This design comes from an exercise in tuning for a short achievable clock period and few clock cycles per item on the open sky130 flow, not from production work. RTL that was checked went through simulation tests only; none was proved equivalent to the original. No functional check of the RTL was part of run 6. Power is estimated from default activity; no workload was simulated.

## flow/constraint.sdc

```tcl
create_clock -name core_clock -period 5.0 [get_ports {gwe}]
set_input_delay 1.0000 -clock core_clock [delete_from_list [all_inputs] [get_ports {gwe}]]
set_output_delay 1.0000 -clock core_clock [all_outputs]
set_load 0.01 [all_outputs]
```

## flow/config.mk

```make
export PLATFORM = sky130hd
export DESIGN_NAME = lc4_cpu
export DESIGN_NICKNAME = lc4_cpu
export VERILOG_FILES = /design/flow/design.v
export SDC_FILE = /design/flow/constraint.sdc
export NUM_CORES = 4
export LEC_CHECK = 0
export ABC_AREA = 1
export CAP_MARGIN = 20
export CORE_MARGIN = 2
export CORE_UTILIZATION = 40
export PLACE_DENSITY = 0.5
export SETUP_SLACK_MARGIN = 3.0
export SLEW_MARGIN = 20
export SYNTH_HIERARCHICAL = 1
```

## flow/design.v

```verilog
package lc4_pkg;
   typedef logic [15:0] word_t;      
   typedef logic [2:0]  reg_sel_t;   
   typedef logic [2:0]  nzp_t;       
   localparam word_t RESET_PC = 16'h8200;
   localparam word_t NOP_INSN = 16'h0000;   
   typedef enum logic [1:0] {
      BUBBLE_NONE     = 2'd0,
      BUBBLE_MISPRED  = 2'd2,
      BUBBLE_LOAD_USE = 2'd3
   } bubble_t;
   typedef struct packed {
      word_t    pc;
      word_t    insn;
      bubble_t  bubble;
      logic     rf_we;
      reg_sel_t rd;
      word_t    rf_data;
      logic     nzp_we;
      nzp_t     nzp;
   } wb_trace_t;
endpackage
`timescale 1ns/1ps
module lc4_processor (
   input  logic               gwe,
   input  logic               i_rst_n,
   output lc4_pkg::word_t     o_imem_addr,
   input  lc4_pkg::word_t     i_imem_insn,
   output lc4_pkg::word_t     o_dmem_addr,
   input  lc4_pkg::word_t     i_dmem_rdata,
   output logic               o_dmem_we,
   output lc4_pkg::word_t     o_dmem_wdata,
   output lc4_pkg::wb_trace_t o_wb
);
   lc4_pkg::word_t   pc_q;             
   lc4_pkg::word_t   pc_r;             
   logic [7:0][15:0] rf;
   lc4_pkg::nzp_t    nzp_q;            
   logic           x_valid;
   lc4_pkg::word_t x_pc;
   lc4_pkg::word_t x_insn;
   lc4_pkg::word_t x_a;                
   lc4_pkg::word_t x_b;                
   lc4_pkg::word_t x_c;                
   logic           x_la, x_lb, x_lc;   
   logic           x_lbr;              
   logic           x_we;
   lc4_pkg::reg_sel_t x_rd;
   logic           x_is_and;
   logic           x_is_load;
   logic           x_is_store;
   logic           x_is_br;
   logic           x_pred;
   lc4_pkg::nzp_t  x_mask;
   lc4_pkg::word_t x_pcp1;
   logic [8:0]     x_tlo;              
   logic           x_tc;               
   logic [6:0]     x_hi, x_hi_m1, x_hi_p1;
   logic           m_valid;
   logic           m_lu;               
   lc4_pkg::word_t m_pc;
   lc4_pkg::word_t m_insn;
   logic           m_we;
   logic [7:0]     m_wsel;             
   lc4_pkg::reg_sel_t m_rd;
   logic           m_is_load;
   lc4_pkg::word_t m_result;
   logic           m_zero;             
   lc4_pkg::word_t m_addr;
   logic           m_store;
   lc4_pkg::word_t m_wdata;
   logic [1:0]     w_bx;               
   lc4_pkg::word_t w_pc;
   lc4_pkg::word_t w_insn;
   logic           w_we;
   lc4_pkg::reg_sel_t w_rd;
   lc4_pkg::word_t w_data;
   lc4_pkg::nzp_t  w_nzp;
   lc4_pkg::word_t m_val;              
   logic           m_wr;
   logic           ld_zero;
   lc4_pkg::nzp_t  m_nzp;
   assign m_val = m_is_load ? i_dmem_rdata : m_result;
   assign m_wr  = m_valid && m_we;
   lc4_zero16 i_ld_zero (.i_v(i_dmem_rdata), .o_zero(ld_zero));
   assign m_nzp = m_is_load ? {i_dmem_rdata[15], ld_zero, !i_dmem_rdata[15] && !ld_zero}
                            : {m_result[15], m_zero, !m_result[15] && !m_zero};
   assign o_dmem_addr  = m_addr;
   assign o_dmem_we    = m_store;
   assign o_dmem_wdata = m_wdata;
   lc4_pkg::word_t op_c, sum, res;
   logic           res_zero;
   logic           hold;
   logic           mispred;
   logic           taken;
   lc4_pkg::word_t redirect, x_target;
   assign hold = x_valid && (x_la || x_lb || x_lbr);
   assign op_c = x_lc ? i_dmem_rdata : x_c;
   lc4_pkg::word_t andv;
   lc4_add16 i_add (.i_a(x_a), .i_b(x_b), .o_s(sum));
   assign andv = x_a & x_b;
   assign res  = x_is_and ? andv : sum;
   lc4_zero_ab i_zero (.i_a(x_a), .i_b(x_b), .i_is_and(x_is_and), .o_zero(res_zero));
   lc4_branch i_branch (
      .i_valid   (x_valid && !hold),
      .i_br      (x_is_br),
      .i_pred    (x_pred),
      .i_mask    (x_mask),
      .i_nzp_q   (nzp_q),
      .i_m_wr    (m_wr),
      .i_m_neg   (m_result[15]),
      .i_m_zero  (m_zero),
      .o_mispred (mispred),
      .o_taken   (taken)
   );
   always_comb begin
      x_target[8:0] = x_tlo;
      case ({x_insn[8], x_tc})
         2'b01:   x_target[15:9] = x_hi_p1;
         2'b10:   x_target[15:9] = x_hi_m1;
         default: x_target[15:9] = x_hi;
      endcase
   end
   assign redirect = x_pred ? x_pcp1 : x_target;
   lc4_pkg::word_t insn;
   logic [3:0]     op;
   logic           f_and, f_ldr, f_str, f_const, f_br;
   logic           f_we, f_use_a, f_b_reg;
   logic           f_fa, f_fb, f_fc;
   lc4_pkg::reg_sel_t f_rs, f_rt, f_rc;
   lc4_pkg::word_t rs_v, rt_v, rc_v, f_imm;
   lc4_pkg::word_t pcp1, pc_next_r;      
   logic [9:0]     tlo;
   logic [6:0]     hi_m1, hi_p1;
   logic           f_pred;
   assign insn = i_imem_insn;
   assign op   = insn[15:12];
   assign f_rs = insn[8:6];
   assign f_rt = insn[2:0];
   assign f_rc = insn[11:9];
   lc4_dec i_dec_f (
      .i_insn   (insn),
      .o_we     (f_we),
      .o_use_a  (f_use_a),
      .o_b_reg  (f_b_reg),
      .o_and    (f_and),
      .o_ldr    (f_ldr),
      .o_str    (f_str),
      .o_const  (f_const),
      .o_br     (f_br),
      .o_imm    (f_imm)
   );
   logic           d_we, d_b_reg, d_and, d_ldr, d_str, d_br;
   lc4_pkg::word_t d_imm;
   lc4_dec i_dec_x (
      .i_insn   (x_insn),
      .o_we     (d_we),
      .o_use_a  (),
      .o_b_reg  (d_b_reg),
      .o_and    (d_and),
      .o_ldr    (d_ldr),
      .o_str    (d_str),
      .o_const  (),
      .o_br     (d_br),
      .o_imm    (d_imm)
   );
   lc4_rf_read i_rd_s (.i_sel(f_rs), .i_rf(rf), .i_wt(m_wr && (m_rd == f_rs)), .i_wt_val(m_val), .o_val(rs_v));
   lc4_rf_read i_rd_t (.i_sel(f_rt), .i_rf(rf), .i_wt(m_wr && (m_rd == f_rt)), .i_wt_val(m_val), .o_val(rt_v));
   lc4_rf_read i_rd_c (.i_sel(f_rc), .i_rf(rf), .i_wt(m_wr && (m_rd == f_rc)), .i_wt_val(m_val), .o_val(rc_v));
   assign f_fa = x_valid && x_we && (x_rd == f_rs) && f_use_a;
   assign f_fb = x_valid && x_we && (x_rd == f_rt) && f_b_reg;
   assign f_fc = x_valid && x_we && (x_rd == f_rc) && f_str;
   assign pcp1 = pc_q + 16'd1;
   lc4_add9c i_tlo (.i_a(pc_q[8:0]), .i_b(insn[8:0]), .o_s(tlo));
   lc4_hi7 i_hi (.i_hi(pc_q[15:9]), .o_m1(hi_m1), .o_p1(hi_p1));
   logic          n_top, use_x, known;
   lc4_pkg::nzp_t nzp_other;
   lc4_neg_top i_neg_top (.i_a(x_a[15:12]), .i_b(x_b[15:12]), .i_is_and(x_is_and), .o_n(n_top));
   always_comb begin
      use_x     = x_valid && x_we && !x_is_load;
      known     = 1'b1;
      nzp_other = nzp_q;
      if (x_valid && x_we) begin
         known = !x_is_load;
      end else if (m_wr) begin
         known     = !m_is_load;
         nzp_other = {m_result[15], m_zero, !m_result[15] && !m_zero};
      end
   end
   logic [1:0] sel_z, pred_z;
   logic       f_sel;
   lc4_pkg::word_t target, pc_other;
   lc4_fpredict i_fpredict (
      .i_insn   (insn),
      .i_known  (known),
      .i_use_x  (use_x),
      .i_neg_x  (n_top),
      .i_nzp    (nzp_other),
      .i_block  (mispred || hold),
      .i_br     (f_br),
      .o_sel    (sel_z),
      .o_pred   (pred_z)
   );
   lc4_mux1 i_sel_mux  (.i_s(res_zero), .i_1(sel_z[1]),  .i_0(sel_z[0]),  .o_y(f_sel));
   lc4_mux1 i_pred_mux (.i_s(res_zero), .i_1(pred_z[1]), .i_0(pred_z[0]), .o_y(f_pred));
   lc4_target i_target (.i_insn(insn), .i_pc(pc_q), .o_target(target));
   assign pc_other = mispred ? redirect : (hold ? pc_q : pcp1);
   lc4_mux16 i_pc_mux (.i_s(f_sel), .i_1(target ^ lc4_pkg::RESET_PC), .i_0(pc_other ^ lc4_pkg::RESET_PC),
                       .o_y(pc_next_r));
   assign pc_q        = pc_r ^ lc4_pkg::RESET_PC;
   lc4_pc_out i_pc_out (.gwe(gwe), .i_rst_n(i_rst_n), .i_d(pc_next_r), .o_pc(o_imem_addr));
   always_ff @(posedge gwe or negedge i_rst_n) begin
      if (!i_rst_n) begin
         pc_r     <= 16'h0000;
         nzp_q    <= 3'b010;
         x_valid  <= 1'b0;
         x_la     <= 1'b0;
         x_lb     <= 1'b0;
         x_lc     <= 1'b0;
         x_lbr    <= 1'b0;
         m_valid  <= 1'b0;
         m_wsel   <= 8'h00;
         m_lu     <= 1'b0;
         m_store  <= 1'b0;
         m_addr   <= 16'h0000;
         m_wdata  <= 16'h0000;
         w_bx     <= 2'b00;
         w_we     <= 1'b0;
         for (int i = 0; i < 8; i++) begin
            rf[i] <= 16'h0000;
         end
      end else begin
         pc_r  <= pc_next_r;
         x_valid <= hold || !mispred;
         if (hold) begin
            x_la  <= 1'b0;
            x_lb  <= 1'b0;
            x_lc  <= 1'b0;
            x_lbr <= 1'b0;
         end else begin
            x_la    <= f_fa && x_is_load;
            x_lb    <= f_fb && x_is_load;
            x_lc    <= f_fc && x_is_load;
            x_lbr   <= f_br && x_valid && x_is_load;
         end
         m_valid <= x_valid && !hold;
         m_lu    <= hold;
         m_store <= x_valid && !hold && x_is_store;
         m_addr  <= (x_valid && (x_is_load || x_is_store)) ? sum : 16'h0000;
         m_wdata <= (x_valid && !hold && x_is_store) ? op_c : 16'h0000;
         for (int i = 0; i < 8; i++) begin
            m_wsel[i] <= x_valid && !hold && x_we && (x_rd == i[2:0]);
         end
         for (int i = 0; i < 8; i++) begin
            if (m_wsel[i]) begin
               rf[i] <= m_val;
            end
         end
         if (m_wr) begin
            nzp_q    <= m_nzp;
         end
         w_bx     <= 2'b10 ^ (m_valid ? lc4_pkg::BUBBLE_NONE :
                     (m_lu ? lc4_pkg::BUBBLE_LOAD_USE : lc4_pkg::BUBBLE_MISPRED));
         w_we     <= m_wr;
      end
   end
   always_ff @(posedge gwe) begin
      x_a <= a_next;
      x_b <= b_next;
      x_c <= c_next;
   end
   lc4_pkg::word_t a_alt, b_alt, c_alt, a_next, b_next, c_next;
   logic           a_res, b_res, c_res;
   always_comb begin
      if (hold) begin
         a_alt = x_la ? i_dmem_rdata : rf[x_insn[8:6]];
         b_alt = x_lb ? i_dmem_rdata : (d_b_reg ? rf[x_insn[2:0]] : d_imm);
         c_alt = x_lc ? i_dmem_rdata : rf[x_insn[11:9]];
      end else begin
         a_alt = f_const ? 16'h0000 : rs_v;
         b_alt = f_b_reg ? rt_v : f_imm;
         c_alt = rc_v;
      end
      a_res = !hold && !f_const && f_fa;
      b_res = !hold && f_b_reg && f_fb;
      c_res = !hold && f_fc;
   end
   lc4_fwd_mux i_fwd_a (.i_sum(sum), .i_and(andv), .i_is_and(x_is_and), .i_res(a_res), .i_alt(a_alt), .o_v(a_next));
   lc4_fwd_mux i_fwd_b (.i_sum(sum), .i_and(andv), .i_is_and(x_is_and), .i_res(b_res), .i_alt(b_alt), .o_v(b_next));
   lc4_fwd_mux i_fwd_c (.i_sum(sum), .i_and(andv), .i_is_and(x_is_and), .i_res(c_res), .i_alt(c_alt), .o_v(c_next));
   always_ff @(posedge gwe) begin
      x_we       <= hold ? d_we  : f_we;
      x_rd       <= hold ? x_insn[11:9] : f_rc;
      x_mask     <= hold ? x_insn[11:9] : insn[11:9];
      x_is_and   <= hold ? d_and : f_and;
      x_is_load  <= hold ? d_ldr : f_ldr;
      x_is_store <= hold ? d_str : f_str;
      x_is_br    <= hold ? d_br  : f_br;
   end
   always_ff @(posedge gwe) begin
      if (!hold) begin
      x_pc       <= pc_q;
      x_insn     <= insn;
      x_pred     <= f_pred;
      x_pcp1     <= pcp1;
      x_tlo      <= tlo[8:0];
      x_tc       <= tlo[9];
      x_hi       <= pc_q[15:9];
      x_hi_m1    <= hi_m1;
      x_hi_p1    <= hi_p1;
      end
   end
   always_ff @(posedge gwe) begin
      m_pc       <= x_pc;
      m_insn     <= x_insn;
      m_we       <= x_we;
      m_rd       <= x_rd;
      m_is_load  <= x_is_load;
      m_result   <= res;
      m_zero     <= res_zero;
      w_pc       <= m_pc;
      w_insn     <= m_insn;
      w_rd       <= m_rd;
      w_data     <= m_val;
      w_nzp      <= m_nzp;
   end
   assign o_wb.pc      = w_pc;
   assign o_wb.insn    = w_insn;
   assign o_wb.bubble  = lc4_pkg::bubble_t'(w_bx ^ 2'b10);
   assign o_wb.rf_we   = w_we;
   assign o_wb.rd      = w_rd;
   assign o_wb.rf_data = w_data;
   assign o_wb.nzp_we  = w_we;
   assign o_wb.nzp     = w_nzp;
endmodule
module lc4_zero16 (
   input  lc4_pkg::word_t i_v,
   output logic           o_zero
);
   assign o_zero = (i_v == 16'h0000);
endmodule
module lc4_add16 (
   input  lc4_pkg::word_t i_a,
   input  lc4_pkg::word_t i_b,
   output lc4_pkg::word_t o_s
);
   assign o_s = i_a + i_b;
endmodule
module lc4_zero_ab (
   input  lc4_pkg::word_t i_a,
   input  lc4_pkg::word_t i_b,
   input  logic           i_is_and,
   output logic           o_zero
);
   lc4_pkg::word_t x, c;
   assign x      = i_a ^ i_b;
   assign c      = {i_a[14:0] | i_b[14:0], 1'b0};
   assign o_zero = i_is_and ? ((i_a & i_b) == 16'h0000) : (x == c);
endmodule
module lc4_fwd_mux (
   input  lc4_pkg::word_t i_sum,
   input  lc4_pkg::word_t i_and,
   input  logic           i_is_and,
   input  logic           i_res,
   input  lc4_pkg::word_t i_alt,
   output lc4_pkg::word_t o_v
);
   lc4_pkg::word_t early;
   assign early = (i_res && i_is_and) ? i_and : i_alt;
   assign o_v   = (i_res && !i_is_and) ? i_sum : early;
endmodule
module lc4_rf_read (
   input  lc4_pkg::reg_sel_t i_sel,
   input  logic [7:0][15:0]  i_rf,
   input  logic              i_wt,
   input  lc4_pkg::word_t    i_wt_val,
   output lc4_pkg::word_t    o_val
);
   assign o_val = i_wt ? i_wt_val : i_rf[i_sel];
endmodule
module lc4_branch (
   input  logic           i_valid,
   input  logic           i_br,
   input  logic           i_pred,
   input  lc4_pkg::nzp_t  i_mask,
   input  lc4_pkg::nzp_t  i_nzp_q,
   input  logic           i_m_wr,
   input  logic           i_m_neg,
   input  logic           i_m_zero,
   output logic           o_mispred,
   output logic           o_taken
);
   logic mp_n, mp_z, mp_p, mp_q, mp_r;
   logic tk_n, tk_z, tk_p, tk_q, tk_r;
   assign tk_n = i_br && i_mask[2];
   assign tk_z = i_br && i_mask[1];
   assign tk_p = i_br && i_mask[0];
   assign tk_q = i_br && ((i_mask & i_nzp_q) != 3'b000);
   assign mp_n = i_valid && (tk_n != i_pred);
   assign mp_z = i_valid && (tk_z != i_pred);
   assign mp_p = i_valid && (tk_p != i_pred);
   assign mp_q = i_valid && (tk_q != i_pred);
   assign mp_r = i_m_neg ? mp_n : (i_m_zero ? mp_z : mp_p);
   assign tk_r = i_m_neg ? tk_n : (i_m_zero ? tk_z : tk_p);
   assign o_mispred = i_m_wr ? mp_r : mp_q;
   assign o_taken   = i_m_wr ? tk_r : tk_q;
endmodule
module lc4_add9c (
   input  logic [8:0] i_a,
   input  logic [8:0] i_b,
   output logic [9:0] o_s
);
   logic [10:0] t;
   assign t   = {1'b0, i_a, 1'b1} + {1'b0, i_b, 1'b1};
   assign o_s = t[10:1];
endmodule
module lc4_hi7 (
   input  logic [6:0] i_hi,
   output logic [6:0] o_m1,
   output logic [6:0] o_p1
);
   assign o_m1 = i_hi - 7'd1;
   assign o_p1 = i_hi + 7'd1;
endmodule
module lc4_dec (
   input  lc4_pkg::word_t i_insn,
   output logic           o_we,
   output logic           o_use_a,
   output logic           o_b_reg,
   output logic           o_and,
   output logic           o_ldr,
   output logic           o_str,
   output logic           o_const,
   output logic           o_br,
   output lc4_pkg::word_t o_imm
);
   logic [3:0] op;
   logic       add_imm, add_reg;
   assign op      = i_insn[15:12];
   assign add_imm = (op == 4'b0001) && i_insn[5];
   assign add_reg = (op == 4'b0001) && (i_insn[5:3] == 3'b000);
   assign o_and   = (op == 4'b0101) && (i_insn[5:3] == 3'b000);
   assign o_ldr   = (op == 4'b0110);
   assign o_str   = (op == 4'b0111);
   assign o_const = (op == 4'b1001);
   assign o_br    = (op == 4'b0000) && (i_insn[11:9] != 3'b000) && (i_insn[8:0] != 9'd0);
   assign o_we    = add_imm || add_reg || o_and || o_ldr || o_const;
   assign o_use_a = add_imm || add_reg || o_and || o_ldr || o_str;
   assign o_b_reg = add_reg || o_and;
   always_comb begin
      if (add_imm) begin
         o_imm = {{11{i_insn[4]}}, i_insn[4:0]};
      end else if (o_const) begin
         o_imm = {{7{i_insn[8]}}, i_insn[8:0]};
      end else begin
         o_imm = {{10{i_insn[5]}}, i_insn[5:0]};   
      end
   end
endmodule
module lc4_target (
   input  lc4_pkg::word_t i_insn,
   input  lc4_pkg::word_t i_pc,
   output lc4_pkg::word_t o_target
);
   logic [6:0] lo;
   logic [9:0] hi_m1, hi_p1;
   lc4_add6c i_lo (.i_a(i_pc[5:0]), .i_b(i_insn[5:0]), .o_s(lo));
   lc4_hi10 i_hi (.i_hi(i_pc[15:6]), .o_m1(hi_m1), .o_p1(hi_p1));
   logic [9:0] hi_c1, hi_c0;
   assign hi_c1 = i_insn[5] ? i_pc[15:6] : hi_p1;
   assign hi_c0 = i_insn[5] ? hi_m1 : i_pc[15:6];
   lc4_mux10 i_hi_mux (.i_s(lo[6]), .i_1(hi_c1), .i_0(hi_c0), .o_y(o_target[15:6]));
   assign o_target[5:0] = lo[5:0];
endmodule
module lc4_add6c (
   input  logic [5:0] i_a,
   input  logic [5:0] i_b,
   output logic [6:0] o_s
);
   logic [7:0] t;
   assign t   = {1'b0, i_a, 1'b1} + {1'b0, i_b, 1'b1};
   assign o_s = t[7:1];
endmodule
module lc4_hi10 (
   input  logic [9:0] i_hi,
   output logic [9:0] o_m1,
   output logic [9:0] o_p1
);
   assign o_m1 = i_hi - 10'd1;
   assign o_p1 = i_hi + 10'd1;
endmodule
module lc4_neg_top (
   input  logic [3:0] i_a,
   input  logic [3:0] i_b,
   input  logic       i_is_and,
   output logic       o_n
);
   logic [3:0] top;
   assign top = i_a + i_b;
   assign o_n = i_is_and ? (i_a[3] && i_b[3]) : top[3];
endmodule
module lc4_fpredict (
   input  lc4_pkg::word_t i_insn,
   input  logic           i_known,
   input  logic           i_use_x,
   input  logic           i_neg_x,
   input  lc4_pkg::nzp_t  i_nzp,
   input  logic           i_block,
   input  logic           i_br,
   output logic [1:0]     o_sel,
   output logic [1:0]     o_pred
);
   lc4_pkg::nzp_t m;
   logic          br, t_z0, t_o, t_s, p1, p0;
   assign m    = i_insn[11:9];
   assign br   = (i_insn[15:12] == 4'b0000) &&
                 ((i_insn[8:5] == 4'b0000) || (i_insn[8:5] == 4'b1111));
   assign t_z0 = i_neg_x ? m[2] : m[0];
   assign t_o  = (m & i_nzp) != 3'b000;
   assign t_s  = (i_insn[8] && (m != 3'b000)) ||
                 (m[2] && m[1]) || (m[2] && m[0]) || (m[1] && m[0]);
   assign p1   = br && (i_use_x ? m[1] : (i_known ? t_o : t_s));
   assign p0   = br && (i_use_x ? t_z0 : (i_known ? t_o : t_s));
   assign o_sel  = {p1 && !i_block, p0 && !i_block};
   assign o_pred = {p1 && i_br, p0 && i_br};
endmodule
module lc4_mux1 (
   input  logic i_s,
   input  logic i_1,
   input  logic i_0,
   output logic o_y
);
   assign o_y = i_s ? i_1 : i_0;
endmodule
module lc4_mux16 (
   input  logic           i_s,
   input  lc4_pkg::word_t i_1,
   input  lc4_pkg::word_t i_0,
   output lc4_pkg::word_t o_y
);
   assign o_y = i_s ? i_1 : i_0;
endmodule
module lc4_mux10 (
   input  logic       i_s,
   input  logic [9:0] i_1,
   input  logic [9:0] i_0,
   output logic [9:0] o_y
);
   assign o_y = i_s ? i_1 : i_0;
endmodule
module lc4_pc_out (
   input  logic           gwe,
   input  logic           i_rst_n,
   input  lc4_pkg::word_t i_d,
   output lc4_pkg::word_t o_pc
);
   lc4_pkg::word_t q;
   always_ff @(posedge gwe or negedge i_rst_n) begin
      if (!i_rst_n) begin
         q <= 16'h0000;
      end else begin
         q <= i_d;
      end
   end
   assign o_pc = q ^ lc4_pkg::RESET_PC;
endmodule
`timescale 1ns/1ps
module lc4_cpu (
   input  logic        gwe,
   input  logic        i_rst_n,
   output logic [15:0] o_imem_addr,
   input  logic [15:0] i_imem_insn,
   output logic [15:0] o_dmem_addr,
   input  logic [15:0] i_dmem_rdata,
   output logic        o_dmem_we,
   output logic [15:0] o_dmem_wdata,
   output logic [15:0] o_wb_pc,
   output logic [15:0] o_wb_insn,
   output logic [1:0]  o_wb_bubble,
   output logic        o_wb_rf_we,
   output logic [2:0]  o_wb_rd,
   output logic [15:0] o_wb_rf_data,
   output logic        o_wb_nzp_we,
   output logic [2:0]  o_wb_nzp
);
   lc4_pkg::wb_trace_t wb;
   lc4_processor i_lc4_processor (
      .gwe          (gwe),
      .i_rst_n      (i_rst_n),
      .o_imem_addr  (o_imem_addr),
      .i_imem_insn  (i_imem_insn),
      .o_dmem_addr  (o_dmem_addr),
      .i_dmem_rdata (i_dmem_rdata),
      .o_dmem_we    (o_dmem_we),
      .o_dmem_wdata (o_dmem_wdata),
      .o_wb         (wb)
   );
   assign o_wb_pc      = wb.pc;
   assign o_wb_insn    = wb.insn;
   assign o_wb_bubble  = wb.bubble;
   assign o_wb_rf_we   = wb.rf_we;
   assign o_wb_rd      = wb.rd;
   assign o_wb_rf_data = wb.rf_data;
   assign o_wb_nzp_we  = wb.nzp_we;
   assign o_wb_nzp     = wb.nzp;
endmodule
```

## flow/run.sh

```bash
#!/bin/bash
# synth_recipe.tcl (not shown) runs the flow's synth.tcl, then flattens the netlist and writes it again
# the make line also repeats each setting of config.mk as NAME=value (left out here)
make -C /OpenROAD-flow-scripts/flow DESIGN_CONFIG=/design/flow/config.mk WORK_HOME=/design/flow/orfs CLKGATE_MAP_FILE= SYNTH_SCRIPT=/design/flow/synth_recipe.tcl finish
```

==> flow_metrics.py, run 1 <==
metrics = {
    "run_status": {
        "status": "complete, no violations",
    },
    "clock_network": {
        "clockRootBuffer": "clkbuf_16",
        "clockBufferDepth": 3,
        "numCtsBuffers": 55,
        "cts_sinks": 450,
        "clkLatencyLatePin_ns": 0.66,
        "path_clk_slew_ns": 0.06,
        "tritoncts": "built",
        "h-tree-depth": 2,
    },
    "worst_setup_path": {
        "slowest_stage": "dfrtp_1",
        "cp_top_family": "flip-flops",
        "crit_path_start_kind": "flip-flop",
        "crit_fanout": 1,
        "slowest_delay_ns": 0.42,
        "required_ns": 4.00,
        "cp.buffers_inverters": 2,
        "crit_chain": "inv_2 -> buf_6",
        "critPathKind": "reg -> out",
        "crit_arrival_ns": 1.23,
        "critPathCaptureType": "output port",
    },
    "yosys": {
        "synth_area_sq_mm": 0.0313,
        "syn_inst": 4836,
        "syn-num-nets": 4944,
        "syn_avg_cell_area_sq_um": 6.48,
        "yosys_warnings": 9,
    },
    "flow_run": {
        "max_cap_violations": 0,
    },
    "sta": {
        "tns_ns": 0,
        "finalSetupViolCount": 0,
        "final_max_slew_viol_count": 0,
        "hold_viol_final": 0,
        "rsz0062_at_grt": "true",
        "finalClockSkew_ns": 0.0519,
        "tightest_slew_ns": 0.925,
        "fin_crit_sh_pct": 44.5,
        "slew_headroom_pct": 38.4,
        "max_freq_mhz": 449,
        "min_period_ns": 2.23,
    },
    "finish": {
        "final_nets": 5050,
        "final_common_cell": "nand2_1",
        "area_growth_pct": 23.9,
        "layout_common_cells": "nand2_1 (1548), inv_1 (699), nand3_1 (635), dfrtp_1 (202), nor2_1 (191)",
        "fin_util_pct": 50.1,
        "num_antenna_cells": 0,
        "regMostFlops": "i_lc4_processor.rf",
        "drive_gt1_share_pct": 19.1,
        "largest_reg_flops": 128,
    },
    "route": {
        "vias": 32200,
        "drtAntennaViolNets": 0,
        "drt-total-wl_microns": 134000,
        "drt_pass1_iterations": 6,
        "via_per_inst": 5.34,
        "avgRoutedWirePerCell_microns": 22.2,
        "drc_errors": 0,
        "drt_iter0_drc": 3283,
    },
    "die": {
        "die-width_microns": 284,
        "fp.dieArea_sq_mm": 0.0806,
        "fp-row-count": 102,
        "die_h_microns": 284,
        "start_util_pct": 40.4,
        "coreArea_sq_mm": 0.0775,
        "pin_count": 141,
    },
    "power": {
        "leakage_nw": 20.4,
        "ir_drop_uv": 361,
        "p_per_area_mw_per_mm2": 450,
        "p_total_mw": 17.5,
    },
    "min_path": {
        "hold_path_class": "reg -> reg",
    },
    "global_route": {
        "grt_usage_pct": 32.0,
        "grt_max_degree": 87,
        "grt_pass1_vias": 30500,
        "antenna_found_initial": 1,
        "grt_pass1_wl_microns": 195000,
        "overflow": 0,
    },
    "place": {
        "dp_hpwl_microns": 84400,
        "gp_congestion": 0.917,
        "port_buffers": 140,
    },
}
==> final timing paths <==
path | start | end | slack (ns) | cells past startpoint
max reg2reg | i_lc4_processor.x_b[14] | i_lc4_processor.pc_r[9] | 2.82 | 17
min reg2reg | i_lc4_processor.m_insn[8] | i_lc4_processor.w_insn[8] | 0.33 | 0
min in group asynchronous | i_rst_n | i_lc4_processor.rf[56] | 0.39 | 1
max in group asynchronous | i_rst_n | i_lc4_processor.pc_r[7] | 3.73 | 2
max | i_lc4_processor.i_pc_out.q[9] | o_imem_addr[9] | 2.77 | 2
min | i_lc4_processor.m_insn[8] | i_lc4_processor.w_insn[8] | 0.33 | 0
==> per-layer routing <==
metal  global-route usage (%)  wire length (microns)  vias up
met4                     21.6                   9940        0
met1                     40.7                  54700    15000
met2                     50.7                  59100     1448
met5                        0                      0        -
met3                     4.34                   9990      384
li1                         -                      -    15300
==> metrics by stage <==
stage | instances | setup WS [ns] | area [sq um] | hold WS, ns
2_1_floorplan | 4836 | 2.57 | 31700 | 0.310
3_3_place_gp | 5771 | 1.00 | 32900 | 0.310
3_5_place_dp | 5771 | 0.957 | 32900 | 0.312
4_1_cts | 6001 | 2.73 | 37100 | 0.327
5_1_grt | 6028 | 2.73 | 38800 | 0.330
6_report | 6028 | 2.77 | 38800 | 0.325
==> power breakdown <==
group | switching (mW) | internal [mW] | total [mW]
combinational | 4.41 | 2.61 | 7.02
sequential | 1.38 | 4.95 | 6.33
clock | 1.76 | 2.37 | 4.13
==> final cells by class <==
class / instances / area (sq um)
multi-input combinational: 3321 / 17700
clock inverter: 33 / 345
timing repair buffer: 340 / 3800
inverter: 768 / 3180
fill: 7794 / 38600
sequential: 450 / 10900
tap: 1040 / 1300
timing repair inverter: 6 / 66.3
clock buffer: 70 / 1520
==> timing repair <==
action / in CTS / in global routing
hold buffers: 0 / 0
gates resized for setup: 917 / 375
pin swaps: 71 / 118
setup buffers: 106 / 18
gates cloned: 21 / 9
endpoints found under the setup margin: 314 / 220
Testbench counts, summed over its fixed seeds: cycles 52,398, instructions 51,200.
==> run 2, diff against run 1 <==
--- a/flow/config.mk
+++ b/flow/config.mk
@@ -10,6 +10,6 @@
 export CORE_MARGIN = 2
 export CORE_UTILIZATION = 40
-export PLACE_DENSITY = 0.5
 export SETUP_SLACK_MARGIN = 3.0
 export SLEW_MARGIN = 20
 export SYNTH_HIERARCHICAL = 1
+export TNS_END_PERCENT = 20
==> run 2 against run 1 <==
  * Non-clock buffer count shrank 23
  * Critical path type is now in -> reg
  * Cell area shrank 3.3%
  * Clock skew shrank 0.033 ns
  * Register-to-register slack lost 0.02 ns
  * Via count grew 1.4%
  * Largest power group unchanged
  * Core utilization shrank 1.7 points
==> flow_metrics.py, run 2 <==
metrics = {
    "finish": {
        "final_nets": 5022,
        "largest_reg_flops": 128,
        "drive_gt1_share_pct": 15.1,
        "area_growth_pct": 19.9,
        "layout_common_cells": "nand2_1 (1612), inv_1 (702), nand3_1 (658), nor2_1 (210), dfrtp_1 (207)",
        "final_common_cell": "nand2_1",
        "fin_util_pct": 48.5,
        "regMostFlops": "i_lc4_processor.rf",
    },
    "route": {
        "drc_errors": 0,
        "vias": 32600,
        "via_per_inst": 5.44,
        "drt_iter0_drc": 4012,
        "drt-total-wl_microns": 129000,
        "drt_pass1_iterations": 9,
        "avgRoutedWirePerCell_microns": 21.5,
        "drtAntennaViolNets": 0,
    },
    "place": {
        "dp_hpwl_microns": 80200,
        "gp_congestion": 0.964,
        "port_buffers": 140,
    },
    "worst_setup_path": {
        "crit_arrival_ns": 2.80,
        "required_ns": 5.55,
        "cp_top_family": "simple AND/OR/NAND/NOR gates",
        "crit_fanout": 32,
        "crit_path_start_kind": "input pin",
        "rr_worst_depth": 17,
        "slowest_delay_ns": 0.46,
        "slowest_stage": "nand3_1",
        "critPathCaptureType": "flip-flop",
        "timing.rr.start": "i_lc4_processor.x_a[14]",
        "crit_chain": "buf_4 -> inv_4 -> nand3_1 -> nand3_1 -> nand3_1 -> nand2_1 -> nand2_1 -> nand2_1 -> nand2_1 -> nand3_1",
        "rr_endpoint": "i_lc4_processor.pc_r[6]",
        "critPathKind": "in -> reg",
        "reg2reg_slack_ns": 2.80,
        "cp.buffers_inverters": 2,
    },
    "clock_network": {
        "hold_buffers": 0,
        "path_clk_slew_ns": 0.06,
        "h-tree-depth": 2,
        "clockBufferDepth": 3,
        "numCtsBuffers": 53,
        "tritoncts": "built",
        "clockRootBuffer": "clkbuf_16",
        "clkLatencyLatePin_ns": 0.63,
        "cts_sinks": 450,
    },
    "sta": {
        "tns_ns": 0,
        "finalClockSkew_ns": 0.0189,
        "fin_crit_sh_pct": 44.9,
        "tightest_slew_ns": 1.05,
        "finalSetupViolCount": 0,
        "final_max_slew_viol_count": 0,
        "rsz0062_at_grt": "true",
        "max_freq_mhz": 446,
        "hold_viol_final": 0,
        "slew_headroom_pct": 30.1,
        "min_period_ns": 2.24,
    },
    "power": {
        "leakage_nw": 19.8,
        "ir_drop_uv": 407,
        "p_per_area_mw_per_mm2": 457,
    },
    "min_path": {
        "min_to": "i_lc4_processor.w_pc[10]",
        "hold_path_class": "reg -> reg",
        "hp-start": "i_lc4_processor.m_pc[10]",
        "hold_path_depth": 0,
    },
    "die": {
        "fp.dieArea_sq_mm": 0.0806,
        "pin_count": 141,
        "fp-row-count": 102,
        "die-width_microns": 284,
        "start_util_pct": 40.4,
        "die_h_microns": 284,
        "coreArea_sq_mm": 0.0775,
    },
    "global_route": {
        "grt_pass1_wl_microns": 190000,
        "grt_max_degree": 132,
        "grt_pass1_vias": 30500,
        "overflow": 0,
        "grt_usage_pct": 31.0,
        "antenna_found_initial": 5,
    },
    "yosys": {
        "syn_inst": 4836,
        "yosys_warnings": 9,
        "syn-num-nets": 4944,
        "syn_avg_cell_area_sq_um": 6.48,
        "synth_area_sq_mm": 0.0313,
    },
    "run_status": {
        "status": "complete, no violations",
    },
    "flow_run": {
        "max_cap_violations": 0,
    },
}
==> run 2: how the worst max path moves through the flow <==
stage                                       start                      end  slack (ns)  cells after the start
floorplan                         i_imem_insn[12]   i_lc4_processor.x_b[1]        2.57                     13
global placement                  i_imem_insn[11]   i_lc4_processor.x_c[2]        1.27                     11
detailed placement                i_imem_insn[11]   i_lc4_processor.x_c[2]        1.20                     11
CTS                 i_lc4_processor.i_pc_out.q[1]           o_imem_addr[1]        2.78                      1
global route              i_lc4_processor.x_valid  i_lc4_processor.pc_r[4]        2.63                     17
finish                             i_imem_insn[7]   i_lc4_processor.x_a[8]        2.76                     10
==> run 2: cell type report <==
| type | count | area (sq um) |
|---|---|---|
| clock buffer | 66 | 1510 |
| antenna | 3 | 7.51 |
| clock inverter | 32 | 397 |
| sequential | 450 | 10900 |
| timing repair buffer | 317 | 3410 |
| multi-input combinational | 3320 | 16900 |
| fill | 7801 | 39900 |
| tap | 1040 | 1300 |
| inverter | 768 | 3090 |
| timing repair inverter | 4 | 41.3 |
==> run 2: layer usage <==
metal / track usage, % / part of all wire, %
met3: 6.94 / 11
met4: 20.5 / 6.8
met1: 38.7 / 39
met5: 0 / 0.020
met2: 47.8 / 44
==> run 2: report_power, final <==
group          total (mW)  internal, mW  switching, mW
logic                6.61          2.42           4.18
clock network        4.23          2.48           1.75
registers            6.32          4.94           1.38
total                17.2          9.84           7.31
==> run 2: timing repair <==
| action | 4_1_cts | 5_1_grt |
|---|---|---|
| hold endpoints to repair | 0 | 0 |
| resized for setup | 741 | 165 |
| gates cloned | 20 | 6 |
| setup endpoints to repair | 287 | 249 |
| pin swaps | 80 | 68 |
| buffers inserted | 83 | 15 |
==> run 2: per-stage QoR <==
stage / hold WS, ns / total power, mW / area (sq um) / setup WS (ns) / std cells
after global placement: 0.311 / 12.2 / 32700 / 1.27 / 5775
after global routing: 0.325 / 18.3 / 37500 / 2.63 / 5998
after detailed placement: 0.312 / 12.3 / 32700 / 1.20 / 5775
after floorplan: 0.310 / 10.1 / 31400 / 2.57 / 4836
after CTS: 0.325 / 16.9 / 36700 / 2.78 / 5976
final: 0.324 / 17.2 / 37500 / 2.76 / 6000
==> run 3, diff against run 2 <==
--- a/flow/config.mk
+++ b/flow/config.mk
@@ -13,3 +13,2 @@
 export SLEW_MARGIN = 20
 export SYNTH_HIERARCHICAL = 1
-export TNS_END_PERCENT = 20
==> run 3 against run 2 <==
  * Via count grew 1.1%
  * Clock skew rose by 0.027 ns
  * Worst hold slack better by 0.0013 ns
  * Cell area increased by 2.6%
  * Highest routed layer unchanged
  * Non-clock buffer count rose by 20
  * Largest cell class unchanged
  * Still clean
  * Combinational power rose by 4.1%
  * Worst setup slack gained 0.019 ns
  * Routed wire length up 2.3%
==> flow_metrics.py, run 3 <==
metrics = {
    "route": {
        "met1_length_microns": 50500,
        "drt_iter0_drc": 3834,
        "met2WireLength_microns": 56800,
        "vias": 33000,
        "via_per_inst": 5.49,
        "drc_errors": 0,
        "drt_pass1_iterations": 6,
        "dr.max_layer_used": "met5",
        "route.met3.wl_microns": 13400,
        "drt-total-wl_microns": 132000,
        "drtAntennaViolNets": 0,
        "avgRoutedWirePerCell_microns": 21.9,
    },
    "sta": {
        "finalSetupViolCount": 0,
        "worst_slack_ns": 2.78,
        "rsz0062_at_grt": "true",
        "slew_headroom_pct": 43.2,
        "finalClockSkew_ns": 0.0455,
        "fin_crit_sh_pct": 44.5,
        "hold_viol_final": 0,
        "tightest_slew_ns": 0.852,
        "tns_ns": 0,
        "min_period_ns": 2.22,
        "final_max_slew_viol_count": 0,
        "max_freq_mhz": 450,
    },
    "finish": {
        "drive_gt1_share_pct": 18.9,
        "area_growth_pct": 23.0,
        "largest_reg_flops": 128,
        "regMostFlops": "i_lc4_processor.rf",
        "final_nets": 5039,
        "fin_util_pct": 49.7,
        "multi_input_area_sq_mm": 0.0175,
        "layout_common_cells": "nand2_1 (1575), inv_1 (697), nand3_1 (621), dfrtp_1 (205), nor2_1 (195)",
        "register_area_sq_mm": 0.0110,
        "final_common_cell": "nand2_1",
        "fillers": 7698,
    },
    "worst_setup_path": {
        "critPathKind": "reg -> out",
        "crit_path_start_kind": "flip-flop",
        "crit_fanout": 1,
        "timing.rr.start": "i_lc4_processor.x_a[14]",
        "rr_endpoint": "i_lc4_processor.pc_r[9]",
        "critPathCaptureType": "output port",
        "slowest_stage": "dfrtp_1",
        "reg2reg_slack_ns": 2.80,
        "crit_chain": "inv_1 -> buf_2",
        "rr_worst_depth": 19,
        "required_ns": 4.00,
        "crit_arrival_ns": 1.22,
        "slowest_delay_ns": 0.40,
    },
    "clock_network": {
        "cts_sinks": 450,
        "hold_buffers": 0,
        "clockRootBuffer": "clkbuf_16",
        "clkLatencyLatePin_ns": 0.67,
        "numCtsBuffers": 53,
        "path_clk_slew_ns": 0.06,
        "clockBufferDepth": 3,
        "tritoncts": "built",
        "h-tree-depth": 2,
    },
    "min_path": {
        "hp-start": "i_lc4_processor.m_pc[14]",
        "min_to": "i_lc4_processor.w_pc[14]",
        "hold_path_depth": 0,
        "hold_path_class": "reg -> reg",
    },
    "die": {
        "start_util_pct": 40.4,
        "fp.dieArea_sq_mm": 0.0806,
        "die-width_microns": 284,
        "die_h_microns": 284,
        "coreArea_sq_mm": 0.0775,
        "fp-row-count": 102,
        "pin_count": 141,
    },
    "global_route": {
        "grt_pass1_wl_microns": 194000,
        "grt_usage_pct": 31.8,
        "antenna_found_initial": 5,
        "overflow": 0,
        "grt_max_degree": 89,
        "grt_pass1_vias": 30500,
    },
    "power": {
        "seq_power_share_pct": 36.5,
        "combPwrFrac_pct": 39.4,
        "clockPowerShare_pct": 24.1,
        "p_total_mw": 17.4,
        "swShare_pct": 42.9,
        "leakage_nw": 20.2,
        "internal_power_mw": 9.95,
        "p_per_area_mw_per_mm2": 453,
        "switching_power_mw": 7.49,
        "ir_drop_uv": 332,
    },
    "yosys": {
        "synth_area_sq_mm": 0.0313,
        "syn_inst": 4836,
        "yosys_warnings": 9,
        "syn_avg_cell_area_sq_um": 6.48,
        "syn-num-nets": 4944,
    },
    "run_status": {
        "status": "complete, no violations",
    },
    "place": {
        "gp_congestion": 1.04,
        "preCtsSetupSlack_ns": 1.29,
        "port_buffers": 140,
        "dp_hpwl_microns": 83600,
    },
    "flow_run": {
        "max_cap_violations": 0,
    },
}
[run 3: cell type report]
| class | count | area share (%) |
|---|---|---|
| multi-input combinational | 3318 | 45.4 |
| clock inverter | 35 | 1.12 |
| timing repair inverter | 3 | 0.0942 |
| antenna | 1 | 0.00649 |
| tap | 1040 | 3.38 |
| clock buffer | 65 | 3.71 |
| timing repair buffer | 337 | 9.65 |
| inverter | 768 | 8.17 |
| sequential | 450 | 28.5 |
[run 3: what timing repair did]
action | in CTS | in global routing
pin swaps | 35 | 147
setup endpoints to repair | 292 | 220
gates resized for setup | 844 | 404
hold endpoints to repair | 0 | 0
setup buffers | 91 | 28
cloned | 13 | 5
[run 3: worst max path at each step]
stage	startpoint	end	slack, ns	cells after the start
after floorplan	i_imem_insn[12]	i_lc4_processor.x_b[1]	2.57	13
after global placement	i_imem_insn[12]	i_lc4_processor.x_b[7]	1.33	12
after detailed placement	i_imem_insn[12]	i_lc4_processor.x_b[12]	1.29	12
after CTS	i_lc4_processor.i_pc_out.q[15]	o_imem_addr[15]	2.77	2
after global routing	i_lc4_processor.x_b[13]	i_lc4_processor.pc_r[9]	2.67	20
final	i_lc4_processor.i_pc_out.q[15]	o_imem_addr[15]	2.78	2
[run 3: critical path: cells and delay by family (launching register included)]
family / cells / cell delay (ns)
buffers and inverters: 2 / 0.18
DFF: 1 / 0.40
[run 3: routing by layer]
metal / vias up / GRT usage (%)
li1: 15300 / -
met1: 15200 / 40.0
met2: 1953 / 48.8
met3: 540 / 6.17
met4: 2 / 22.8
met5: - / 0
[run 3: metrics by stage]
step           hold WS, ns  instance area, sq um  std cells
6_report             0.325                 38500       6017
5_1_grt              0.329                 38500       6016
4_1_cts              0.326                 36700       5983
3_5_place_dp         0.312                 32900       5779
3_3_place_gp         0.311                 32900       5779
2_1_floorplan        0.310                 31700       4836
[run 3: power by group through the flow]
stage	Clock [mW]	Combinational (mW)	Sequential [mW]
4_1_cts	4.24	6.37	6.31
6_report	4.20	6.88	6.37
3_3_place_gp	0	6.02	6.31
2_1_floorplan	0	4.33	5.83
5_1_grt	4.40	7.67	6.52
3_5_place_dp	0	6.11	6.29
==> run 4, diff against run 3 <==
--- a/flow/config.mk
+++ b/flow/config.mk
@@ -9,5 +9,5 @@
 export CAP_MARGIN = 20
 export CORE_MARGIN = 2
-export CORE_UTILIZATION = 40
+export CORE_UTILIZATION = 30
 export SETUP_SLACK_MARGIN = 3.0
 export SLEW_MARGIN = 20
==> run 4 against run 3 <==
  * Die area up 33%
  * Area after synthesis did not move
  * Clock-buffer cell count increased by 8
  * Cell area increased by 3.0%
  * Highest routed layer unchanged
  * Maximum frequency decreased by 5.8%
  * Non-clock buffer count grew 46
  * Worst setup slack worse by 0.14 ns
  * Total power about the same
  * Clock power is 6.4% lower
  * Via count up 1.1%
==> flow_metrics.py, run 4 <==
metrics = {
    "global_route": {
        "grt_usage_pct": 24.4,
        "grt_max_degree": 100,
        "grt_pass1_wl_microns": 198000,
        "grt-busiest-layer": "met2",
        "overflow": 0,
        "use_met1_pct": 31.2,
        "met2_usage_pct": 37.8,
        "grt_pass1_vias": 30800,
        "antenna_found_initial": 7,
        "groute.layer.met3.usage_pct": 5.00,
    },
    "run_status": {
        "status": "complete, no violations",
    },
    "route": {
        "drc_errors": 0,
        "drt_iter0_drc": 4276,
        "via_per_inst": 5.21,
        "drtAntennaViolNets": 0,
        "vias": 33400,
        "drt-total-wl_microns": 137000,
        "avgRoutedWirePerCell_microns": 21.4,
        "drt_pass1_iterations": 7,
    },
    "sta": {
        "fin_crit_sh_pct": 47.2,
        "whs_ns": 0.324,
        "min_period_ns": 2.36,
        "hold_viol_final": 0,
        "tightest_slew_ns": 1.02,
        "finalClockSkew_ns": 0.0261,
        "rsz0062_at_grt": "true",
        "finalSetupViolCount": 0,
        "final_max_slew_viol_count": 0,
        "tns_ns": 0,
        "max_freq_mhz": 424,
        "slew_headroom_pct": 31.8,
    },
    "power": {
        "leakage_nw": 20.6,
        "combPwrFrac_pct": 40.6,
        "seq_power_share_pct": 36.9,
        "swShare_pct": 43.5,
        "ir_drop_uv": 313,
        "clockPowerShare_pct": 22.5,
        "switching_power_mw": 7.59,
        "internal_power_mw": 9.84,
        "p_per_area_mw_per_mm2": 439,
    },
    "worst_setup_path": {
        "critPathKind": "reg -> reg",
        "critPathCaptureType": "flip-flop",
        "required_ns": 5.53,
        "crit_path_start_kind": "flip-flop",
        "crit_fanout": 7,
        "crit_arrival_ns": 2.89,
        "rr_worst_depth": 14,
    },
    "die": {
        "die-width_microns": 327,
        "die_h_microns": 327,
        "pin_count": 141,
        "start_util_pct": 30.3,
        "fp-row-count": 118,
        "fp.dieArea_sq_mm": 0.107,
        "coreArea_sq_mm": 0.103,
    },
    "finish": {
        "final_common_cell": "nand2_1",
        "final_nets": 5092,
        "area_growth_pct": 26.7,
        "drive_gt1_share_pct": 19.9,
        "fin_util_pct": 38.3,
        "largest_reg_flops": 128,
        "regMostFlops": "i_lc4_processor.rf",
        "layout_common_cells": "nand2_1 (1565), inv_1 (699), nand3_1 (619), dfrtp_1 (204), nor2_1 (190)",
        "fillers": 10700,
    },
    "yosys": {
        "syn_inst": 4836,
        "syn-num-nets": 4944,
        "synth_area_sq_mm": 0.0313,
        "yosys_warnings": 9,
        "syn_avg_cell_area_sq_um": 6.48,
    },
    "place": {
        "port_buffers": 140,
        "gp_congestion": 0.924,
        "dp_hpwl_microns": 85200,
    },
    "clock_network": {
        "numCtsBuffers": 52,
        "path_clk_slew_ns": 0.06,
        "clockRootBuffer": "clkbuf_16",
        "clkLatencyLatePin_ns": 0.66,
        "cts_sinks": 450,
        "h-tree-depth": 2,
        "clockBufferDepth": 3,
        "tritoncts": "built",
    },
    "flow_run": {
        "max_cap_violations": 0,
    },
    "min_path": {
        "hold_path_depth": 0,
        "hold_path_class": "reg -> reg",
    },
}
==> run 4: what timing repair did <==
item | in CTS | in global routing
gates resized for setup | 917 | 400
hold buffers | 0 | 0
pin swaps | 46 | 152
cloned | 22 | 9
setup endpoints to repair | 249 | 234
buffers inserted | 103 | 60
==> run 4: per-stage QoR <==
stage / instance area (sq um) / setup WS [ns] / total power [mW] / cells
floorplan: 31700 / 2.57 / 10.2 / 4836
global placement: 33300 / 1.29 / 12.4 / 6115
detailed placement: 33300 / 1.32 / 12.4 / 6116
CTS: 37400 / 2.73 / 16.8 / 6338
global route: 39700 / 2.55 / 18.6 / 6408
finish: 39700 / 2.64 / 17.4 / 6410
==> run 4: power by group through the flow <==
stage / clock network (mW) / registers (mW) / logic (mW)
after floorplan: 0 / 5.83 / 4.33
after global placement: 0 / 6.34 / 6.04
after detailed placement: 0 / 6.32 / 6.12
after CTS: 3.99 / 6.35 / 6.45
after global routing: 4.14 / 6.56 / 7.87
final: 3.93 / 6.43 / 7.08
==> run 4: cell type report <==
type,count,area [sq um],area share [%]
timing repair inverter,8,97.6,0.246
clock inverter,24,260,0.656
inverter,768,3200,8.06
sequential,450,10900,27.6
clock buffer,73,1440,3.63
multi-input combinational,3321,17600,44.3
tap,1380,1730,4.35
antenna,3,7.51,0.0189
timing repair buffer,383,4420,11.1
==> run 4: worst max-delay path, stage by stage (launching register included) <==
cell	delay (ns)
dfxtp_4	0.37
buf_4	0.14
ha_1	0.16
nor2_1	0.11
nand2_1	0.06
nor2_1	0.27
nand4_1	0.22
nand2_4	0.20
inv_1	0.07
nand2_2	0.09
nand2_4	0.11
buf_12	0.16
buf_12	0.15
nand2_4	0.06
nand2_2	0.06
==> run 4: layer usage <==
layer,part of all wire (%),vias to the layer above
met5,0.025,-
met4,6.8,6
met3,11,467
met2,43,1945
met1,39,15500
li1,-,15400
==> run 4: worst paths after layout <==
| kind | from | endpoint | slack (ns) |
|---|---|---|---|
| worst max-delay path | i_lc4_processor.x_b[13] | i_lc4_processor.i_pc_out.q[13] | 2.64 |
| max in group asynchronous | i_rst_n | i_lc4_processor.m_addr[7] | 3.33 |
| worst min-delay path | i_lc4_processor.m_pc[2] | i_lc4_processor.w_pc[2] | 0.32 |
| min in group asynchronous | i_rst_n | i_lc4_processor.pc_r[13] | 0.38 |
| worst max register to register | i_lc4_processor.x_b[13] | i_lc4_processor.i_pc_out.q[13] | 2.64 |
| worst min register to register | i_lc4_processor.m_pc[2] | i_lc4_processor.w_pc[2] | 0.32 |
==> run 5, diff against run 4 <==
--- a/flow/design.v
+++ b/flow/design.v
@@ -223,6 +223,4 @@
          m_lu     <= 1'b0;
          m_store  <= 1'b0;
-         m_addr   <= 16'h0000;
-         m_wdata  <= 16'h0000;
          w_bx     <= 2'b00;
          w_we     <= 1'b0;
@@ -247,6 +245,4 @@
          m_lu    <= hold;
          m_store <= x_valid && !hold && x_is_store;
-         m_addr  <= (x_valid && (x_is_load || x_is_store)) ? sum : 16'h0000;
-         m_wdata <= (x_valid && !hold && x_is_store) ? op_c : 16'h0000;
          for (int i = 0; i < 8; i++) begin
             m_wsel[i] <= x_valid && !hold && x_we && (x_rd == i[2:0]);
@@ -290,4 +286,8 @@
    lc4_fwd_mux i_fwd_c (.i_sum(sum), .i_and(andv), .i_is_and(x_is_and), .i_res(c_res), .i_alt(c_alt), .o_v(c_next));
    always_ff @(posedge gwe) begin
+      m_addr  <= (x_valid && (x_is_load || x_is_store)) ? sum : 16'h0000;
+      m_wdata <= (x_valid && !hold && x_is_store) ? op_c : 16'h0000;
+   end
+   always_ff @(posedge gwe) begin
       x_we       <= hold ? d_we  : f_we;
       x_rd       <= hold ? x_insn[11:9] : f_rc;
--- a/flow/config.mk
+++ b/flow/config.mk
@@ -9,5 +9,5 @@
 export CAP_MARGIN = 20
 export CORE_MARGIN = 2
-export CORE_UTILIZATION = 30
+export CORE_UTILIZATION = 40
 export SETUP_SLACK_MARGIN = 3.0
 export SLEW_MARGIN = 20
==> run 5 against run 4 <==
  * Die area fell by 25%
  * Cell area down 2.3%
  * First-iteration DRC count is 14% lower
  * Register-to-register slack improved by 0.19 ns
  * Critical endpoint is now i_lc4_processor.x_b[11]
  * Largest cell class unchanged
==> flow_metrics.py, run 5 <==
metrics = {
    "global_route": {
        "overflow": 0,
        "grt_pass1_vias": 30800,
        "grt_max_degree": 87,
        "grt_pass1_wl_microns": 192000,
        "antenna_found_initial": 9,
        "grt_usage_pct": 31.4,
    },
    "worst_setup_path": {
        "critPathKind": "in -> reg",
        "cp.buffers_inverters": 10,
        "crit_fanout": 5,
        "slowest_stage": "buf_4",
        "cp_top_family": "buffers and inverters",
        "crit_path_start_kind": "input pin",
        "crit_chain": "buf_6 -> buf_6 -> nor2_4 -> nand4_1 -> buf_4 -> inv_4 -> buf_12 -> clkinv_8 -> nor3_4 -> nand3_2 -> clkinvlp_4 -> buf_6 -> buf_12 -> buf_12 -> nand3_4 -> nand3_2",
        "required_ns": 5.57,
        "crit_arrival_ns": 2.86,
        "slowest_delay_ns": 0.20,
        "critPathCaptureType": "flip-flop",
    },
    "clock_network": {
        "tritoncts": "built",
        "h-tree-depth": 2,
        "clkLatencyLatePin_ns": 0.66,
        "numCtsBuffers": 54,
        "clockBufferDepth": 3,
        "cts_sinks": 450,
        "path_clk_slew_ns": 0.06,
        "clockRootBuffer": "clkbuf_16",
        "hold_buffers": 0,
    },
    "power": {
        "p_per_area_mw_per_mm2": 449,
        "leakage_nw": 20.3,
        "p_total_mw": 17.4,
        "ir_drop_uv": 314,
    },
    "die": {
        "fp.dieArea_sq_mm": 0.0803,
        "pin_count": 141,
        "fp-row-count": 102,
        "coreArea_sq_mm": 0.0773,
        "die-width_microns": 283,
        "start_util_pct": 40.4,
        "die_h_microns": 283,
    },
    "sta": {
        "max_freq_mhz": 436,
        "rsz0062_at_grt": "true",
        "finalSetupViolCount": 0,
        "finalClockSkew_ns": 0.0311,
        "hold_viol_final": 0,
        "min_period_ns": 2.29,
        "fin_crit_sh_pct": 45.9,
        "tightest_slew_ns": 0.988,
        "final_max_slew_viol_count": 0,
        "slew_headroom_pct": 34.1,
        "tns_ns": 0,
        "worst_slack_ns": 2.71,
    },
    "finish": {
        "final_common_cell": "nand2_1",
        "largest_reg_flops": 128,
        "multi_input_area_sq_mm": 0.0173,
        "register_area_sq_mm": 0.0108,
        "area_growth_pct": 24.1,
        "fillers": 7755,
        "layout_common_cells": "nand2_1 (1653), inv_1 (704), nand3_1 (617), nor2_1 (199), dfrtp_1 (171)",
        "drive_gt1_share_pct": 18.7,
        "final_nets": 5117,
        "regMostFlops": "i_lc4_processor.rf",
        "fin_cells": 6098,
    },
    "route": {
        "via_per_inst": 5.40,
        "drt_pass1_iterations": 9,
        "drtAntennaViolNets": 0,
        "drt_iter0_drc": 3691,
        "avgRoutedWirePerCell_microns": 21.5,
        "vias": 32900,
        "drt-total-wl_microns": 131000,
        "drc_errors": 0,
    },
    "place": {
        "preCtsSetupSlack_ns": 0.846,
        "dp_hpwl_microns": 82700,
        "port_buffers": 140,
        "gp_congestion": 0.971,
        "placed_cells": 5814,
    },
    "yosys": {
        "syn_avg_cell_area_sq_um": 6.41,
        "yosys_warnings": 9,
        "syn-num-nets": 4981,
        "synth_area_sq_mm": 0.0312,
        "syn_inst": 4873,
    },
    "flow_run": {
        "max_cap_violations": 0,
    },
    "run_status": {
        "status": "complete, no violations",
    },
    "min_path": {
        "hold_path_class": "reg -> reg",
    },
}
## run 5: final timing paths
kind	cells past startpoint	to	start	slack (ns)
min in group asynchronous	1	i_lc4_processor.i_pc_out.q[2]	i_rst_n	0.42
max in group asynchronous	2	i_lc4_processor.rf[31]	i_rst_n	3.43
worst max register to register	18	i_lc4_processor.pc_r[15]	i_lc4_processor.x_b[13]	2.83
worst max-delay path	16	i_lc4_processor.x_b[11]	i_imem_insn[4]	2.71
worst min register to register	0	i_lc4_processor.w_insn[9]	i_lc4_processor.m_insn[9]	0.32
worst min-delay path	0	i_lc4_processor.w_insn[9]	i_lc4_processor.m_insn[9]	0.32
## run 5: cell type report
class / instances / share of cell area [%]
antenna: 3 / 0.0194
clock buffer: 66 / 3.79
clock inverter: 36 / 1.16
inverter: 769 / 8.13
multi-input combinational: 3356 / 44.7
sequential: 450 / 27.8
tap: 1040 / 3.36
timing repair buffer: 373 / 10.8
timing repair inverter: 5 / 0.171
## run 5: worst register-to-register path, delay by kind of cell, from the launching register on
family	cells	cell delay (ns)
simple gates	15	1.26
flops	1	0.37
buf+inv	2	0.24
fa+ha+maj	1	0.26
## run 5: layer usage
layer	track usage, %	part of all wire [%]	up-vias
li1	-	-	15500
met1	40.3	40	15200
met5	0	0.054	-
met4	22.1	8.0	10
met3	6.81	10	475
met2	46.9	42	1775
## run 5: through the flow
step / area [sq um] / hold slack (ns) / utilization, %
after floorplan: 31500 / 0.310 / -
after global placement: 32700 / 0.311 / 42.3
after detailed placement: 32700 / 0.312 / 42.3
after CTS: 36800 / 0.323 / 47.6
after global routing: 38800 / 0.322 / 50.1
final: 38800 / 0.321 / 50.1
## run 5: what timing repair did
action                                  CTS  global route
cloned                                   21            10
endpoints found under the setup margin  252           222
pin swaps                                69            92
gates resized for setup                 910           295
buffers inserted                         88            60
## run 5: power by group
part | leakage (nW) | switching (mW) | internal (mW)
clock network | 0.931 | 1.76 | 2.52
registers | 4.60 | 1.40 | 4.95
logic | 14.8 | 4.24 | 2.55
total | 20.3 | 7.41 | 10.0
Testbench counts of run 5, summed over its fixed seeds: cycles 52,398, instructions 51,200.
==> run 6, diff against run 5 <==
--- a/flow/design.v
+++ b/flow/design.v
@@ -168,7 +168,10 @@
    lc4_rf_read i_rd_t (.i_sel(f_rt), .i_rf(rf), .i_wt(m_wr && (m_rd == f_rt)), .i_wt_val(m_val), .o_val(rt_v));
    lc4_rf_read i_rd_c (.i_sel(f_rc), .i_rf(rf), .i_wt(m_wr && (m_rd == f_rc)), .i_wt_val(m_val), .o_val(rc_v));
-   assign f_fa = x_valid && x_we && (x_rd == f_rs) && f_use_a;
-   assign f_fb = x_valid && x_we && (x_rd == f_rt) && f_b_reg;
-   assign f_fc = x_valid && x_we && (x_rd == f_rc) && f_str;
+   logic f_ra, f_rt_eq;
+   assign f_ra    = x_valid && x_we && (x_rd == f_rs);
+   assign f_rt_eq = x_valid && x_we && (x_rd == f_rt);
+   assign f_fa = f_ra && f_use_a;
+   assign f_fb = f_rt_eq && f_b_reg;
+   assign f_fc = x_valid && x_we && (x_rd == f_rc);
    assign pcp1 = pc_q + 16'd1;
    lc4_add9c i_tlo (.i_a(pc_q[8:0]), .i_b(insn[8:0]), .o_s(tlo));
@@ -209,5 +212,5 @@
                        .o_y(pc_next_r));
    assign pc_q        = pc_r ^ lc4_pkg::RESET_PC;
-   lc4_pc_out i_pc_out (.gwe(gwe), .i_rst_n(i_rst_n), .i_d(pc_next_r), .o_pc(o_imem_addr));
+   assign o_imem_addr = pc_q;
    always_ff @(posedge gwe or negedge i_rst_n) begin
       if (!i_rst_n) begin
@@ -223,4 +226,6 @@
          m_lu     <= 1'b0;
          m_store  <= 1'b0;
+         m_addr   <= 16'h0000;
+         m_wdata  <= 16'h0000;
          w_bx     <= 2'b00;
          w_we     <= 1'b0;
@@ -245,4 +250,6 @@
          m_lu    <= hold;
          m_store <= x_valid && !hold && x_is_store;
+         m_addr  <= (x_valid && (x_is_load || x_is_store)) ? sum : 16'h0000;
+         m_wdata <= (x_valid && !hold && x_is_store) ? op_c : 16'h0000;
          for (int i = 0; i < 8; i++) begin
             m_wsel[i] <= x_valid && !hold && x_we && (x_rd == i[2:0]);
@@ -278,5 +285,5 @@
          c_alt = rc_v;
       end
-      a_res = !hold && !f_const && f_fa;
+      a_res = !hold && !f_const && f_ra;
       b_res = !hold && f_b_reg && f_fb;
       c_res = !hold && f_fc;
@@ -286,8 +293,4 @@
    lc4_fwd_mux i_fwd_c (.i_sum(sum), .i_and(andv), .i_is_and(x_is_and), .i_res(c_res), .i_alt(c_alt), .o_v(c_next));
    always_ff @(posedge gwe) begin
-      m_addr  <= (x_valid && (x_is_load || x_is_store)) ? sum : 16'h0000;
-      m_wdata <= (x_valid && !hold && x_is_store) ? op_c : 16'h0000;
-   end
-   always_ff @(posedge gwe) begin
       x_we       <= hold ? d_we  : f_we;
       x_rd       <= hold ? x_insn[11:9] : f_rc;
@@ -549,20 +552,4 @@
    assign o_y = i_s ? i_1 : i_0;
 endmodule
-module lc4_pc_out (
-   input  logic           gwe,
-   input  logic           i_rst_n,
-   input  lc4_pkg::word_t i_d,
-   output lc4_pkg::word_t o_pc
-);
-   lc4_pkg::word_t q;
-   always_ff @(posedge gwe or negedge i_rst_n) begin
-      if (!i_rst_n) begin
-         q <= 16'h0000;
-      end else begin
-         q <= i_d;
-      end
-   end
-   assign o_pc = q ^ lc4_pkg::RESET_PC;
-endmodule
 `timescale 1ns/1ps
 module lc4_cpu (
--- a/flow/config.mk
+++ b/flow/config.mk
@@ -10,5 +10,5 @@
 export CORE_MARGIN = 2
 export CORE_UTILIZATION = 40
-export SETUP_SLACK_MARGIN = 3.0
+export SETUP_SLACK_MARGIN = 2.75
 export SLEW_MARGIN = 20
 export SYNTH_HIERARCHICAL = 1
==> run 6 against run 5 <==
  * Cell area is 6.8% lower
  * Global-route usage shrank 0.16 points
  * Combinational power up 2%
  * Worst hold slack improved by 0.0033 ns
  * Die area decreased by 0.64%
  * Largest power group unchanged
  * Area after synthesis shrank 0.65%
==> flow_metrics.py, run 6 <==
metrics = {
    "clock_network": {
        "path_clk_slew_ns": 0.06,
        "clkLatencyLatePin_ns": 0.64,
        "tritoncts": "built",
        "numCtsBuffers": 51,
        "hold_buffers": 0,
        "cts_sinks": 434,
        "clockRootBuffer": "clkbuf_16",
        "clockBufferDepth": 3,
        "h-tree-depth": 2,
    },
    "finish": {
        "drive_gt1_share_pct": 12.7,
        "final_common_cell": "nand2_1",
        "fillers": 8000,
        "layout_common_cells": "nand2_1 (1663), inv_1 (713), nand3_1 (687), nor2_1 (202), dfrtp_1 (185)",
        "final_nets": 5005,
        "regMostFlops": "i_lc4_processor.rf",
        "final_area_sq_mm": 0.0362,
        "area_growth_pct": 16.5,
        "largest_reg_flops": 128,
    },
    "die": {
        "fp-row-count": 102,
        "die_h_microns": 283,
        "pin_count": 141,
        "coreArea_sq_mm": 0.0771,
        "fp.dieArea_sq_mm": 0.0798,
        "start_util_pct": 40.3,
        "die-width_microns": 283,
    },
    "place": {
        "place_area_sq_mm": 0.0324,
        "port_buffers": 140,
        "preCtsSetupSlack_ns": 1.25,
        "dp_hpwl_microns": 82100,
        "gp_congestion": 0.966,
    },
    "yosys": {
        "yosys_warnings": 8,
        "syn-num-nets": 4939,
        "syn_inst": 4831,
        "syn_avg_cell_area_sq_um": 6.42,
        "synth_area_sq_mm": 0.0310,
    },
    "sta": {
        "tightest_slew_ns": 1.20,
        "tns_ns": 0,
        "finalClockSkew_ns": 0.0205,
        "whs_ns": 0.324,
        "hold_viol_final": 0,
        "max_freq_mhz": 433,
        "rsz0062_at_grt": "true",
        "finalSetupViolCount": 0,
        "min_period_ns": 2.31,
        "fin_crit_sh_pct": 46.2,
        "final_max_slew_viol_count": 0,
        "slew_headroom_pct": 20.2,
        "worst_slack_ns": 2.69,
    },
    "worst_setup_path": {
        "slowest_delay_ns": 0.40,
        "crit_arrival_ns": 1.31,
        "cp.buffers_inverters": 2,
        "crit_chain": "clkinvlp_4 -> buf_6",
        "required_ns": 4.00,
        "crit_path_start_kind": "flip-flop",
        "critPathCaptureType": "output port",
        "critPathKind": "reg -> out",
        "crit_fanout": 2,
        "cp_top_family": "flip-flops",
        "reg2reg_slack_ns": 2.77,
        "slowest_stage": "dfrtp_1",
    },
    "global_route": {
        "overflow": 0,
        "grt_max_degree": 132,
        "grt_usage_pct": 31.2,
        "grt_pass1_vias": 29800,
        "grt_pass1_wl_microns": 187000,
        "antenna_found_initial": 2,
    },
    "route": {
        "avgRoutedWirePerCell_microns": 21.1,
        "vias": 32100,
        "drt_pass1_iterations": 7,
        "drtAntennaViolNets": 0,
        "drt-total-wl_microns": 126000,
        "via_per_inst": 5.36,
        "drc_errors": 0,
        "drt_iter0_drc": 3358,
    },
    "min_path": {
        "hold_path_class": "reg -> reg",
    },
    "power": {
        "p_per_area_mw_per_mm2": 466,
        "leakage_nw": 19.2,
        "ir_drop_uv": 338,
    },
    "run_status": {
        "status": "complete, no violations",
    },
    "flow_run": {
        "max_cap_violations": 0,
    },
}
-- run 6: cell type report --
cell class	count	area (sq um)	area share [%]
clock inverter	29	314	0.869
sequential	434	10500	29.0
inverter	773	3060	8.47
multi-input combinational	3326	16400	45.3
timing repair buffer	311	3120	8.62
tap	1040	1300	3.60
antenna	1	2.50	0.00692
clock buffer	67	1490	4.13
-- run 6: routing by layer --
layer | global-route usage, % | share of wire, % | wire (microns)
met1 | 38.5 | 39 | 49000
met2 | 50.0 | 45 | 56600
met3 | 5.66 | 8.8 | 11200
met4 | 20.8 | 7.7 | 9720
met5 | 0 | 0 | 0
-- run 6: path summary, 6_finish.rpt --
check,from,end,cells past startpoint
max,i_lc4_processor.pc_r[15],o_imem_addr[15],2
min,i_lc4_processor.m_insn[0],i_lc4_processor.w_insn[0],0
max reg2reg,i_lc4_processor.x_a[14],i_lc4_processor.pc_r[0],20
min reg2reg,i_lc4_processor.m_insn[0],i_lc4_processor.w_insn[0],0
max in group asynchronous,i_rst_n,i_lc4_processor.rf[105],2
min in group asynchronous,i_rst_n,i_lc4_processor.pc_r[14],1
-- run 6: timing repair --
item / CTS / global route
cloned: 6 / 4
setup endpoints to repair: 221 / 112
buffers inserted: 48 / 49
pin swaps: 17 / 42
gates resized for setup: 454 / 183
-- run 6: power breakdown --
group	total, mW	switching [mW]	internal [mW]
sequential	5.90	1.15	4.76
combinational	6.94	4.45	2.49
clock	4.02	1.72	2.29
total	16.9	7.32	9.54
-- run 6: metrics by stage --
stage | total power, mW | utilization [%] | instances
floorplan | 9.99 | - | 4831
global placement | 12.2 | 42.1 | 5777
finish | 16.9 | 46.9 | 5981
CTS | 16.5 | 45.8 | 5927
global route | 18.0 | 46.9 | 5980
detailed placement | 12.3 | 42.1 | 5777

## afterwards: timing with drivers on the ports
The results above use ideal ports. As a check the final layouts listed here were re-extracted and re-timed, cells and wires unchanged. Step 1, drivers: a clkbuf_16 drives gwe and a buf_2 each remaining input, both assumed. Step 2 also shifts input and output timing later by t, the mid clock arrival at the registers, as if the neighbouring blocks saw the same clock. a / b / c = ideal ports / drivers / drivers and shift; a / b = the first two.
run | t, ns | setup WS [ns] | latest minus earliest clock arrival (ns)
run 1 | 0.704 | 2.774 / 2.704 / 2.102 | 0.059 / 0.059
run 2 | 0.690 | 2.757 / 2.735 / 2.111 | 0.020 / 0.020
run 3 | 0.717 | 2.776 / 2.707 / 2.143 | 0.050 / 0.050
run 4 | 0.714 | 2.639 / 2.639 / 2.072 | 0.031 / 0.031
run 5 | 0.715 | 2.706 / 2.715 / 2.020 | 0.033 / 0.034
run 6 | 0.695 | 2.691 / 2.621 / 2.131 | 0.025 / 0.024
After both steps every run listed still meets setup and hold. For run 5, which loses most, drivers alone change the setup slack by +0.009 ns; drivers and shift together by -0.686 ns.
